Context: an optimization exercise on an open-source flow, tuned for small area. The choices shown serve that exercise and are no tape-out recipe.
In this exercise RTL edits were held to simulation tests only and were not proved equivalent to the original.

==> inputs of v27 <==
Design calc1, start of the top module:
module calc1 (
  input  logic        c_clk,
  input  logic        reset,
  input  logic [3:0]  req1_cmd_in,
  input  logic [3:0]  req2_cmd_in,
  input  logic [3:0]  req3_cmd_in,
  input  logic [3:0]  req4_cmd_in,
  input  logic [31:0] req1_data_in,
  input  logic [31:0] req2_data_in,
  input  logic [31:0] req3_data_in,
  input  logic [31:0] req4_data_in,
  output logic [1:0]  out_resp1,
  output logic [1:0]  out_resp2,
  output logic [1:0]  out_resp3,
  output logic [1:0]  out_resp4,
  output logic [31:0] out_data1,
  output logic [31:0] out_data2,
  output logic [31:0] out_data3,
  output logic [31:0] out_data4
);
==> flow/config.mk <==
export PLATFORM = sky130hd
export DESIGN_NAME = calc1
export DESIGN_NICKNAME = calc1
export VERILOG_FILES = /design/flow/design.v
export SDC_FILE = /design/flow/constraint.sdc
export NUM_CORES = 4
export LEC_CHECK = 0
export CAP_MARGIN = 20
export CORE_MARGIN = 2
export CORE_UTILIZATION = 65
export SLEW_MARGIN = 20
export SYNTH_HIERARCHICAL = 1
==> flow/constraint.sdc <==
create_clock -name core_clock -period 5.0 [get_ports {c_clk}]
set_input_delay 1.0000 -clock core_clock [delete_from_list [all_inputs] [get_ports {c_clk}]]
set_output_delay 1.0000 -clock core_clock [all_outputs]
set_load 0.01 [all_outputs]
standard.sh (not shown) runs the stock make flow with config.mk's settings and CLKGATE_MAP_FILE= SYNTH_SCRIPT=/design/flow/synth_recipe.tcl, a recipe that flattens the netlist after the stock synthesis.
==> flow/flow/run.sh <==
#!/bin/bash
# Standard ORFS layout with two changes:
#  - synthesis may not pick the larger drive strengths of the simple gates the datapath's
#    one-gate modules map to (placement and timing repair later still may), and
#  - ports are buffered with buf_1 instead of the default buffer.
set -euo pipefail
PLAT=$FLOW_HOME/platforms/$FLOW_PLATFORM
LIB=$PLAT/lib/sky130_fd_sc_hd__tt_025C_1v80.lib
BASE=$(sed -n '/^export DONT_USE_CELLS/,/^#/p' $PLAT/config.mk | grep -o 'sky130_fd_sc_hd__[a-z0-9_]*' | tr '\n' ' ')
EXTRA=""
for c in inv a21boi a21oi a22oi a222oi a22o and4bb o22ai o21ai nand2 nand3 or3 nor2 xor2 xnor2 ha a21o; do
  for s in 2 4 8; do
    if grep -q "cell (\"sky130_fd_sc_hd__${c}_$s\")" $LIB; then EXTRA="$EXTRA sky130_fd_sc_hd__${c}_$s"; fi
  done
done
CTS="-sink_clustering_enable -repair_clock_nets -buf_list sky130_fd_sc_hd__clkbuf_8 -sink_clustering_size 30 -sink_clustering_max_diameter 100 -dont_use_dummy_load"
bash standard.sh "DONT_USE_CELLS=$BASE $EXTRA" synth > synth.log 2>&1
bash standard.sh "BUFFER_PORTS_ARGS=-buffer_cell sky130_fd_sc_hd__buf_1" "CTS_ARGS=$CTS" RECOVER_POWER=100 finish > layout.log 2>&1
==> v18: changes against v27 <==
--- a/flow/flow/run.sh
+++ b/flow/flow/run.sh
@@ -17,2 +17,2 @@
 bash standard.sh "DONT_USE_CELLS=$BASE $EXTRA" synth > synth.log 2>&1
-bash standard.sh "BUFFER_PORTS_ARGS=-buffer_cell sky130_fd_sc_hd__buf_1" "CTS_ARGS=$CTS" RECOVER_POWER=100 finish > layout.log 2>&1
+bash standard.sh "BUFFER_PORTS_ARGS=-buffer_cell sky130_fd_sc_hd__buf_1" "CTS_ARGS=$CTS" finish > layout.log 2>&1
==> key figures <==
STA
  • Worst-Margin Slew: 0.933 ns
  • Fin Hold WS: between 0.7 and 0.8 ns
  • Clock Skews: approximately 0.046 ns
  • Fin. max-slew vios: 0

Worst hold path
  • WHS Endpoint: u_ch1.k_q[1]

Critical path
  • Worst setup path endpoint: u_ch4.r_q[31]

Run status
  • Status: complete, no violations

Route
  • Drt first pass iters: 15
  • Via-to-Cell Ratio: about 7.4

Cells and area
  • Final Util: between 70% and 80%
That was v18.
==> key figures <==
Route
  • Via-to-Cell Ratio: around 7.4

Run status
  • Status: finished with violations
  • Violated checks: capacitance limit, slew limit

STA
  • Fin. max-slew vios: 136
  • Fin Hold WS: between 0.7 and 0.8 ns
  • Clock Skews: approximately 0.046 ns
  • Worst-Margin Slew: about 1.6 ns

Critical path
  • Worst setup path endpoint: u_ch3.r_q[31]

Job
  • Max cap viols: 4

Worst hold path
  • WHS Endpoint: u_ch1.k_q[0]
That was v27.

[what the ideal ports hide]
The flow's constraints put no driver on any port. The routed layouts listed below were extracted and timed again, unchanged, in two steps.
Step 1, drivers: a clkbuf_16 drives c_clk and a buf_2 each remaining input, both assumed.
Step 2 also shifts input and output timing later by t, the mid clock arrival at the registers, as if the neighbouring blocks saw the same clock.
Slacks: ideal ports / drivers / drivers and shift; pairs: ideal ports / drivers.
run | shift t [ns] | slack for setup (ns) | hold WS [ns] | slew at the worst register clock pin (ns) | pins driven straight from the clock port
v27 | 0.500 | 0.202 / 0.220 / -0.280 | 0.748 / 0.748 / 0.748 | 0.11 / 0.11 | 1
v18 | 0.501 | 0.450 / 0.455 / -0.046 | 0.748 / 0.748 / 0.748 | 0.11 / 0.11 | 1
For v18, which loses most, drivers alone change the setup slack by +0.005 ns; drivers and shift together by -0.496 ns.
